What follows belongs to an exercise in optimizing a design on an open flow for small area; a production flow would make more cautious choices. The RTL was checked by simulation tests, not by an equivalence proof against the original design. Power is estimated from default activity; no workload was simulated.

==> v39 <==
==> flow/design.v <==
package mips_pkg;
    typedef logic [4:0]  reg_addr_t;
    typedef logic [31:0] instr_t;
    typedef logic [5:0]  funct_t;
    typedef logic [5:0]  opcode_t;
    typedef enum logic [1:0] {
        sel_funct,
        sel_add,
        sel_slt,
        sel_sltu
    } alu_sel_t;
    localparam reg_addr_t reg_zero = 5'd0;
    localparam opcode_t op_rtype = 6'h00;
    localparam opcode_t op_addi  = 6'h08;
    localparam opcode_t op_addiu = 6'h09;
    localparam opcode_t op_slti  = 6'h0a;
    localparam opcode_t op_sltiu = 6'h0b;
    localparam funct_t fn_sll  = 6'h00;
    localparam funct_t fn_srl  = 6'h02;
    localparam funct_t fn_sra  = 6'h03;
    localparam funct_t fn_add  = 6'h20;
    localparam funct_t fn_addu = 6'h21;
    localparam funct_t fn_sub  = 6'h22;
    localparam funct_t fn_subu = 6'h23;
    localparam funct_t fn_and  = 6'h24;
    localparam funct_t fn_or   = 6'h25;
    localparam funct_t fn_xor  = 6'h26;
    localparam funct_t fn_nor  = 6'h27;
    localparam funct_t fn_slt  = 6'h2a;
    localparam funct_t fn_sltu = 6'h2b;
endpackage
`timescale 1ns/10ps
module c_a222oi (input logic a1, a2, b1, b2, c1, c2, output logic y);
    assign y = ~((a1 & a2) | (b1 & b2) | (c1 & c2));
endmodule
module c_a221oi (input logic a1, a2, b1, b2, c1, output logic y);
    assign y = ~((a1 & a2) | (b1 & b2) | c1);
endmodule
module c_a22oi (input logic a1, a2, b1, b2, output logic y);
    assign y = ~((a1 & a2) | (b1 & b2));
endmodule
module c_a21oi (input logic a1, a2, b1, output logic y);
    assign y = ~((a1 & a2) | b1);
endmodule
module c_o211ai (input logic a1, a2, b1, c1, output logic y);
    assign y = ~((a1 | a2) & b1 & c1);
endmodule
module c_nand2 (input logic a, b, output logic y);
    assign y = ~(a & b);
endmodule
module c_nand3 (input logic a, b, c, output logic y);
    assign y = ~(a & b & c);
endmodule
module c_nand4 (input logic a, b, c, d, output logic y);
    assign y = ~(a & b & c & d);
endmodule
module c_mux2i (input logic a0, a1, s, output logic y);
    assign y = ~(s ? a1 : a0);
endmodule
module c_inv (input logic a, output logic y);
    assign y = ~a;
endmodule
module c_nor2 (input logic a, b, output logic y);
    assign y = ~(a | b);
endmodule
module c_or3 (input logic a, b, c, output logic y);
    assign y = a | b | c;
endmodule
module c_xor2 (input logic a, b, output logic y);
    assign y = a ^ b;
endmodule
module c_xnor2 (input logic a, b, output logic y);
    assign y = ~(a ^ b);
endmodule
module c_ha (input logic a, b, output logic s, co);
    assign {co, s} = {1'b0, a} + {1'b0, b};
endmodule
module rf_tail (input logic t8, t9, a1, a2, b1, b2, output logic y);
    assign y = ~(t8 & t9 & ~((a1 & a2) | (b1 & b2)));
endmodule
module rf_rdbit (
    input  logic [31:0] sel,
    input  logic [31:0] d,
    output logic        y
);
    logic [9:0]  t;
    logic [2:0]  u;
    for (genvar g = 0; g < 10; g++) begin : g_aoi
        c_a222oi a (.a1(sel[3*g+1]), .a2(d[3*g+1]), .b1(sel[3*g+2]), .b2(d[3*g+2]),
                    .c1(sel[3*g+3]), .c2(d[3*g+3]), .y(t[g]));
    end
    rf_tail tl (.t8(t[8]), .t9(t[9]), .a1(sel[31]), .a2(d[31]), .b1(sel[0]), .b2(d[0]), .y(u[2]));
    c_nand4 n0 (.a(t[0]), .b(t[1]), .c(t[2]), .d(t[3]), .y(u[0]));
    c_nand4 n1 (.a(t[4]), .b(t[5]), .c(t[6]), .d(t[7]), .y(u[1]));
    c_or3   o  (.a(u[0]), .b(u[1]), .c(u[2]), .y(y));
endmodule
module rf_rdbit31 (
    input  logic [31:1] sel,
    input  logic [31:1] d,
    output logic        y
);
    logic [10:0] t;
    logic [2:0]  u;
    for (genvar g = 0; g < 10; g++) begin : g_aoi
        c_a222oi a (.a1(sel[3*g+1]), .a2(d[3*g+1]), .b1(sel[3*g+2]), .b2(d[3*g+2]),
                    .c1(sel[3*g+3]), .c2(d[3*g+3]), .y(t[g]));
    end
    c_nand2 n31 (.a(sel[31]), .b(d[31]), .y(t[10]));
    c_nand4 n0 (.a(t[0]), .b(t[1]), .c(t[2]), .d(t[3]), .y(u[0]));
    c_nand4 n1 (.a(t[4]), .b(t[5]), .c(t[6]), .d(t[7]), .y(u[1]));
    c_nand3 n2 (.a(t[8]), .b(t[9]), .c(t[10]), .y(u[2]));
    c_or3   o  (.a(u[0]), .b(u[1]), .c(u[2]), .y(y));
endmodule
`timescale 1ns/10ps
module sh_stage #(
    parameter int S   = 1,
    parameter bit INV = 0     
) (
    input  logic [31:0] x,
    input  logic        n,
    input  logic        r,
    input  logic        l,
    input  logic        fill,    
    output logic [31:0] y
);
    always_comb
    begin
        for (int i = 0; i < 32; i++)
            y[i] = ~((n & x[i]) |
                     (r & ((i + S > 31) ? fill : x[(i + S) % 32])) |
                     ((i < S) ? (INV ? l : 1'b0) : (l & x[(i + 32 - S) % 32])));
    end
endmodule
module csel_bit (
    input  logic p, k,
    input  logic c0i, c1i,
    input  logic s,
    output logic c0o, c1o,
    output logic cs
);
    assign c0o = ~((p & c0i) | k);
    assign c1o = ~((p & c1i) | k);
    assign cs  = ~(s ? c1i : c0i);
endmodule
module res_bit (
    input  logic e_sum, sum,
    input  logic k11, g,
    input  logic kx, p,
    input  logic k00, nq,
    input  logic e_sh_n, shn,
    output logic y
);
    assign y = ~((e_sh_n | shn) &
                 ~((e_sum & sum) | (k11 & g) | (kx & p)) &
                 ~(k00 & nq));
endmodule
module res_bit0 (
    input  logic e_sum, sum,
    input  logic k11, g,
    input  logic kx, p,
    input  logic k00, nq,
    input  logic e_lt, lt,
    input  logic e_sh_n, shn,
    output logic y
);
    assign y = ~((e_sh_n | shn) &
                 ~((e_sum & sum) | (k11 & g) | (kx & p)) &
                 ~((k00 & nq) | (e_lt & lt)));
endmodule
`timescale 1ns/10ps
module mips_core_top #(
    parameter int data_width = 32
) (
    input  logic                  clk_i,
    input  logic                  reset_i,
    input  logic                  instr_valid,
    input  mips_pkg::instr_t      instr,
    input  logic                  flush,
    output logic                  wb_valid,
    output mips_pkg::reg_addr_t   wb_reg,
    output logic [data_width-1:0] wb_data
);
    logic [5:0] opcode;
    logic [5:0] funct;
    logic       is_rtype;
    logic       is_itype;
    logic       fn_ok;
    logic [4:0] id_dest;
    logic       id_we;
    assign opcode   = instr[31:26];
    assign funct    = instr[5:0];
    assign is_rtype = (opcode == 6'h00);
    assign is_itype = (opcode[5:2] == 4'b0010);    
    always_comb
    begin
        case (funct)
            6'h00, 6'h02, 6'h03,
            6'h20, 6'h21, 6'h22, 6'h23, 6'h24, 6'h25, 6'h26, 6'h27,
            6'h2a, 6'h2b: fn_ok = 1'b1;
            default:      fn_ok = 1'b0;
        endcase
    end
    assign id_dest = is_rtype ? instr[15:11] : instr[20:16];
    assign id_we   = instr_valid && !flush && (id_dest != 5'd0) &&
                     ((is_rtype && fn_ok) || is_itype);
    logic        ex_we;
    logic [4:0]  ex_rs;
    logic [4:0]  ex_rt;
    logic [15:0] ex_imm;      
    logic        ex_rtype;
    logic [1:0]  ex_op;       
    always_ff @(posedge clk_i, posedge reset_i)
    begin
        if (reset_i)
            ex_we <= 1'b0;
        else
            ex_we <= id_we;
    end
    always_ff @(posedge clk_i)
    begin
        ex_rs    <= instr[25:21];
        ex_rt    <= instr[20:16];
        ex_imm   <= instr[15:0];
        ex_rtype <= is_rtype;
        ex_op    <= opcode[1:0];
    end
    logic [5:0]  fn;
    logic [4:0]  shamt;
    logic [4:0]  ex_dest;
    logic        sub;         
    logic        uns;
    logic        e_sum;       
    logic        e_lt;        
    logic        e_sh;        
    logic        e_log;       
    logic        k11;         
    logic        kx;          
    logic        k00;         
    logic        left;
    assign fn      = ex_imm[5:0];
    assign shamt   = ex_imm[10:6];
    assign ex_dest = ex_rtype ? ex_imm[15:11] : ex_rt;
    assign sub   = ex_rtype ? (fn[1] && !fn[2]) : ex_op[1];
    assign uns   = ex_rtype ? fn[0] : ex_op[0];
    assign e_sh  = ex_rtype && !fn[5];
    assign e_log = ex_rtype && fn[5] && fn[2];
    assign e_lt  = ex_rtype ? (fn[5] && fn[3]) : ex_op[1];
    assign e_sum = ex_rtype ? (fn[5] && !fn[3] && !fn[2]) : !ex_op[1];
    assign k11   = e_log && !fn[1];
    assign kx    = e_log && (fn[1] ^ fn[0]);
    assign k00   = e_log && fn[1] && fn[0];
    assign left  = !fn[1];
    logic [31:0] regs [1:31];
    logic [31:1] rvalid;
    logic [31:1] sel1;
    logic [31:0] sel2;
    logic [31:0] imm_ext;
    logic [31:0] a;
    logic [31:0] b;
    always_comb
    begin
        for (int i = 1; i < 32; i++)
        begin
            sel1[i] = rvalid[i] && (ex_rs == 5'(i));
            sel2[i] = rvalid[i] && ex_rtype && (ex_rt == 5'(i));
        end
        sel2[0] = !ex_rtype;
    end
    assign imm_ext = {{16{ex_imm[15]}}, ex_imm};
    for (genvar j = 0; j < 32; j++) begin : g_rd
        logic [31:1] d1;
        logic [31:0] d2;
        always_comb
        begin
            for (int i = 1; i < 32; i++)
            begin
                d1[i] = regs[i][j];
                d2[i] = regs[i][j];
            end
            d2[0] = imm_ext[j];
        end
        rf_rdbit31 rd1 (.sel(sel1), .d(d1), .y(a[j]));
        rf_rdbit   rd2 (.sel(sel2), .d(d2), .y(b[j]));
    end
    logic [31:0] be;          
    logic [31:0] p;           
    logic [31:0] g;           
    logic [31:0] nq;          
    logic [16:0] c;
    logic [32:17] c0;
    logic [32:17] c1;
    logic [32:17] cs;
    logic [31:0] sum;
    logic        lt;
    assign c[0] = sub;
    for (genvar i = 0; i < 32; i++) begin : g_pg
        c_xor2 bx (.a(b[i]), .b(sub), .y(be[i]));
        c_ha   h  (.a(a[i]), .b(be[i]), .s(p[i]), .co(g[i]));
        c_nor2 nr (.a(a[i]), .b(be[i]), .y(nq[i]));
    end
    for (genvar i = 0; i < 16; i++) begin : g_lo
        if (i % 2 == 0) begin : g_even
            c_a21oi cy (.a1(p[i]), .a2(c[i]), .b1(g[i]), .y(c[i+1]));
            c_xor2  s  (.a(p[i]), .b(c[i]), .y(sum[i]));
        end else begin : g_odd
            c_a21oi cy (.a1(p[i]), .a2(c[i]), .b1(nq[i]), .y(c[i+1]));
            c_xnor2 s  (.a(p[i]), .b(c[i]), .y(sum[i]));
        end
    end
    c_inv   c0_17 (.a(g[16]), .y(c0[17]));
    assign c1[17] = nq[16];
    c_xor2  s16 (.a(p[16]), .b(c[16]), .y(sum[16]));
    for (genvar i = 17; i < 32; i++) begin : g_hi
        csel_bit cb (.p(p[i]), .k((i % 2 == 0) ? g[i] : nq[i]), .c0i(c0[i]), .c1i(c1[i]),
                     .s(c[16]), .c0o(c0[i+1]), .c1o(c1[i+1]), .cs(cs[i]));
        if (i % 2 == 0) begin : g_even
            c_xnor2 s (.a(p[i]), .b(cs[i]), .y(sum[i]));
        end else begin : g_odd
            c_xor2  s (.a(p[i]), .b(cs[i]), .y(sum[i]));
        end
    end
    c_mux2i cm32 (.a0(c0[32]), .a1(c1[32]), .s(c[16]), .y(cs[32]));
    assign lt = !cs[32] ^ (uns | p[31]);
    logic [31:0] sx [0:5];
    logic        fill;
    assign sx[0] = b;
    assign fill  = fn[0] && b[31];            
    for (genvar k = 0; k < 5; k++) begin : g_sh
        sh_stage #(.S(1 << k), .INV(k % 2)) st (
            .x(sx[k]), .n(!shamt[k]), .r(shamt[k] && !left), .l(shamt[k] && left),
            .fill((k % 2 == 0) ? fill : !fill), .y(sx[k+1]));
    end
    logic [31:0] result;
    res_bit0 m0 (.e_sum(e_sum), .sum(sum[0]), .k11(k11), .g(g[0]), .kx(kx), .p(p[0]),
                 .k00(k00), .nq(nq[0]), .e_lt(e_lt), .lt(lt),
                 .e_sh_n(!e_sh), .shn(sx[5][0]), .y(result[0]));
    for (genvar i = 1; i < 32; i++) begin : g_res
        res_bit m (.e_sum(e_sum), .sum(sum[i]), .k11(k11), .g(g[i]), .kx(kx), .p(p[i]),
                   .k00(k00), .nq(nq[i]), .e_sh_n(!e_sh), .shn(sx[5][i]), .y(result[i]));
    end
    logic [31:1] we;
    always_comb
        for (int i = 1; i < 32; i++)
            we[i] = ex_we && (ex_dest == 5'(i));
    always_ff @(posedge clk_i, posedge reset_i)
    begin
        if (reset_i)
        begin
            rvalid   <= '0;
            wb_valid <= 1'b0;
        end
        else
        begin
            wb_valid <= ex_we;
            rvalid   <= rvalid | we;
        end
    end
    always_ff @(posedge clk_i)
    begin
        wb_reg  <= ex_dest;
        wb_data <= result;
        for (int i = 1; i < 32; i++)
            if (we[i])
                regs[i] <= result;
    end
endmodule
==> flow/flow/run.sh <==
#!/bin/bash
# The standard ORFS layout (standard.sh, unchanged synthesis), with:
#  - clock tree synthesis without dummy loads, with clkbuf_4 clock buffers
#    and sink clusters of up to 9 flip-flops within 60 um;
#  - port buffers of buf_1 cells.
# make's full output goes to flow_make.log in this folder; ORFS's per-step
# logs stay under orfs/logs/.
set -euo pipefail
bash standard.sh \
    'CTS_ARGS=-sink_clustering_enable -repair_clock_nets -dont_use_dummy_load -buf_list {sky130_fd_sc_hd__clkbuf_4} -sink_clustering_size 9 -sink_clustering_max_diameter 60' \
    'BUFFER_PORTS_ARGS=-buffer_cell sky130_fd_sc_hd__buf_1' \
    finish > flow_make.log 2>&1
==> flow/standard.sh <==
#!/bin/bash
# synth_recipe.tcl (not shown) runs the flow's synth.tcl, then flattens the netlist and writes it again
# the make line also repeats each setting of config.mk as NAME=value (left out here)
make -C /OpenROAD-flow-scripts/flow DESIGN_CONFIG=/design/flow/config.mk WORK_HOME=/design/flow/orfs CLKGATE_MAP_FILE= SYNTH_SCRIPT=/design/flow/synth_recipe.tcl "${@:-finish}"
==> flow/config.mk <==
export PLATFORM = sky130hd
export DESIGN_NAME = mips_core_top
export DESIGN_NICKNAME = mips_core_top
export VERILOG_FILES = /design/flow/design.v
export SDC_FILE = /design/flow/constraint.sdc
export NUM_CORES = 4
export LEC_CHECK = 0
export CAP_MARGIN = 20
export CORE_MARGIN = 2
export CORE_UTILIZATION = 40
export PLACE_DENSITY = 0.5
export SLEW_MARGIN = 20
export SYNTH_HIERARCHICAL = 1
export SYNTH_MINIMUM_KEEP_SIZE = 0
==> flow/constraint.sdc <==
create_clock -name core_clock -period 8.0 [get_ports {clk_i}]
set_input_delay 1.6000 -clock core_clock [delete_from_list [all_inputs] [get_ports {clk_i}]]
set_output_delay 1.6000 -clock core_clock [all_outputs]
set_load 0.01 [all_outputs]
==> v38 (differences from v39) <==
--- a/flow/design.v
+++ b/flow/design.v
@@ -78,6 +78,15 @@
 module rf_tail (input logic t8, t9, a1, a2, b1, b2, output logic y);
     assign y = ~(t8 & t9 & ~((a1 & a2) | (b1 & b2)));
 endmodule
+module rf_wdec (
+    input  logic        en,
+    input  logic [4:0]  dest,
+    output logic [31:1] we
+);
+    always_comb
+        for (int i = 1; i < 32; i++)
+            we[i] = en && (dest == 5'(i));
+endmodule
 module rf_rdbit (
     input  logic [31:0] sel,
     input  logic [31:0] d,
@@ -338,10 +347,10 @@
         res_bit m (.e_sum(e_sum), .sum(sum[i]), .k11(k11), .g(g[i]), .kx(kx), .p(p[i]),
                    .k00(k00), .nq(nq[i]), .e_sh_n(!e_sh), .shn(sx[5][i]), .y(result[i]));
     end
-    logic [31:1] we;
-    always_comb
-        for (int i = 1; i < 32; i++)
-            we[i] = ex_we && (ex_dest == 5'(i));
+    logic [31:1] we_lo;
+    logic [31:1] we_hi;
+    rf_wdec wdec_lo (.en(ex_we), .dest(ex_dest), .we(we_lo));
+    rf_wdec wdec_hi (.en(ex_we), .dest(ex_dest), .we(we_hi));
     always_ff @(posedge clk_i, posedge reset_i)
     begin
         if (reset_i)
@@ -352,7 +361,7 @@
         else
         begin
             wb_valid <= ex_we;
-            rvalid   <= rvalid | we;
+            rvalid   <= rvalid | we_lo;
         end
     end
     always_ff @(posedge clk_i)
@@ -360,7 +369,11 @@
         wb_reg  <= ex_dest;
         wb_data <= result;
         for (int i = 1; i < 32; i++)
-            if (we[i])
-                regs[i] <= result;
+        begin
+            if (we_lo[i])
+                regs[i][15:0] <= result[15:0];
+            if (we_hi[i])
+                regs[i][31:16] <= result[31:16];
+        end
     end
 endmodule
==> v17 (differences from v39) <==
--- a/flow/design.v
+++ b/flow/design.v
@@ -120,28 +120,17 @@
     input  logic        n,
     input  logic        r,
     input  logic        l,
-    input  logic        fill,    
+    input  logic        fr,
     output logic [31:0] y
 );
     always_comb
     begin
         for (int i = 0; i < 32; i++)
             y[i] = ~((n & x[i]) |
-                     (r & ((i + S > 31) ? fill : x[(i + S) % 32])) |
+                     ((i + S > 31) ? fr : (r & x[(i + S) % 32])) |
                      ((i < S) ? (INV ? l : 1'b0) : (l & x[(i + 32 - S) % 32])));
     end
 endmodule
-module csel_bit (
-    input  logic p, k,
-    input  logic c0i, c1i,
-    input  logic s,
-    output logic c0o, c1o,
-    output logic cs
-);
-    assign c0o = ~((p & c0i) | k);
-    assign c1o = ~((p & c1i) | k);
-    assign cs  = ~(s ? c1i : c0i);
-endmodule
 module res_bit (
     input  logic e_sum, sum,
     input  logic k11, g,
@@ -311,24 +300,29 @@
     assign c1[17] = nq[16];
     c_xor2  s16 (.a(p[16]), .b(c[16]), .y(sum[16]));
     for (genvar i = 17; i < 32; i++) begin : g_hi
-        csel_bit cb (.p(p[i]), .k((i % 2 == 0) ? g[i] : nq[i]), .c0i(c0[i]), .c1i(c1[i]),
-                     .s(c[16]), .c0o(c0[i+1]), .c1o(c1[i+1]), .cs(cs[i]));
+        c_mux2i cm (.a0(c0[i]), .a1(c1[i]), .s(c[16]), .y(cs[i]));
         if (i % 2 == 0) begin : g_even
-            c_xnor2 s (.a(p[i]), .b(cs[i]), .y(sum[i]));
+            c_a21oi cy0 (.a1(p[i]), .a2(c0[i]), .b1(g[i]), .y(c0[i+1]));
+            c_a21oi cy1 (.a1(p[i]), .a2(c1[i]), .b1(g[i]), .y(c1[i+1]));
+            c_xnor2 s   (.a(p[i]), .b(cs[i]), .y(sum[i]));
         end else begin : g_odd
-            c_xor2  s (.a(p[i]), .b(cs[i]), .y(sum[i]));
+            c_a21oi cy0 (.a1(p[i]), .a2(c0[i]), .b1(nq[i]), .y(c0[i+1]));
+            c_a21oi cy1 (.a1(p[i]), .a2(c1[i]), .b1(nq[i]), .y(c1[i+1]));
+            c_xor2  s   (.a(p[i]), .b(cs[i]), .y(sum[i]));
         end
     end
     c_mux2i cm32 (.a0(c0[32]), .a1(c1[32]), .s(c[16]), .y(cs[32]));
     assign lt = !cs[32] ^ (uns | p[31]);
     logic [31:0] sx [0:5];
     logic        fill;
+    logic [4:0]  fr;
     assign sx[0] = b;
     assign fill  = fn[0] && b[31];            
     for (genvar k = 0; k < 5; k++) begin : g_sh
+        assign fr[k] = shamt[k] && !left && ((k % 2 == 0) ? fill : !fill);
         sh_stage #(.S(1 << k), .INV(k % 2)) st (
             .x(sx[k]), .n(!shamt[k]), .r(shamt[k] && !left), .l(shamt[k] && left),
-            .fill((k % 2 == 0) ? fill : !fill), .y(sx[k+1]));
+            .fr(fr[k]), .y(sx[k+1]));
     end
     logic [31:0] result;
     res_bit0 m0 (.e_sum(e_sum), .sum(sum[0]), .k11(k11), .g(g[0]), .kx(kx), .p(p[0]),
==> flow/run.sh (new file) <==
#!/bin/bash
# synth_recipe.tcl (not shown) runs the flow's synth.tcl, then flattens the netlist and writes it again
# the make line also repeats each setting of config.mk as NAME=value (left out here)
make -C /OpenROAD-flow-scripts/flow DESIGN_CONFIG=/design/flow/config.mk WORK_HOME=/design/flow/orfs CLKGATE_MAP_FILE= SYNTH_SCRIPT=/design/flow/synth_recipe.tcl finish
--- a/flow/config.mk
+++ b/flow/config.mk
@@ -8,6 +8,9 @@
 export CAP_MARGIN = 20
 export CORE_MARGIN = 2
 export CORE_UTILIZATION = 40
+export CTS_BUF_LIST = sky130_fd_sc_hd__clkbuf_4
+export CTS_CLUSTER_DIAMETER = 40
+export CTS_CLUSTER_SIZE = 10
 export PLACE_DENSITY = 0.5
 export SLEW_MARGIN = 20
 export SYNTH_HIERARCHICAL = 1
removed: flow/flow/run.sh
removed: flow/standard.sh
==> summary.txt <==
|  | v38 | v17 | v39 |
|---|---|---|---|
| Outcome | finished clean | finished clean | finished clean |
| Via/cell ratio | 7.74 | 7.51 | 7.68 |
| Worst Clk Skew | 0.143 ns | 0.0890 ns | 0.128 ns |
| Clock buffer count | 143 | 206 | 144 |
| Via count of the first global-routing pass | 35100 | 34400 | 33700 |
| Antenna violations before repair | 16 | 11 | 13 |
| Post-route worst setup slack | 0.733 ns | 0.634 ns | 0.274 ns |
| Minimum clock period after layout | 7.27 ns | 7.37 ns | 7.73 ns |
| VDD IR-drop max | 0.116 mV | 0.135 mV | 0.113 mV |
| Global-route track usage on met3 | 7.28% | 9.10% | 7.00% |
| Worst-Margin Slew | 1.09 ns | 1.16 ns | 1.33 ns |
| Met2 track demand over resource in global routing | 48.6% | 46.7% | 46.2% |
| Cell type with the highest occurrence count on the critical path | a21oi_1 | a21oi_2 | a21oi_2 |
| Power attributed to the clock group | 2.65 mW | 4.20 mW | 2.64 mW |
| Placement-stage worst setup slack | 0.958 ns | 0.722 ns | 0.460 ns |
| Final-stage net count | 3282 | 3199 | 3249 |
| Relative slew slack | 27.0% | 22.6% | 11.1% |
| Worst R2R Path Depth | 29 | 29 | 28 |
| Multi-input gates | 1666 | 1631 | 1626 |
| Maximum fanout along the worst path | 32 | 32 | 20 |

==> separate check: timing with driven ports <==
Ports are ideal in the flow. The routed layouts listed here were re-timed in OpenROAD. Step 1: set_driving_cell puts a clkbuf_16 on clk_i and a buf_2 on each other input, an assumption about the parent block. Step 2 times the ports against the registers' clock, not the clock port: input delays grow and output delays shrink by t, the midpoint of the rising clock arrivals with the driver on. a / b / c = no drivers / after step 1 / after step 2; a / b = the first two.
run	t (ns)	setup WS [ns]	latest minus earliest clock arrival (ns)
v39	1.109	0.274 / 0.274 / 0.274	0.128 / 0.128
v38	1.142	0.733 / 0.733 / 0.733	0.144 / 0.143
v17	1.198	0.634 / 0.634 / 0.634	0.089 / 0.089
After both steps every run listed still meets setup and hold.
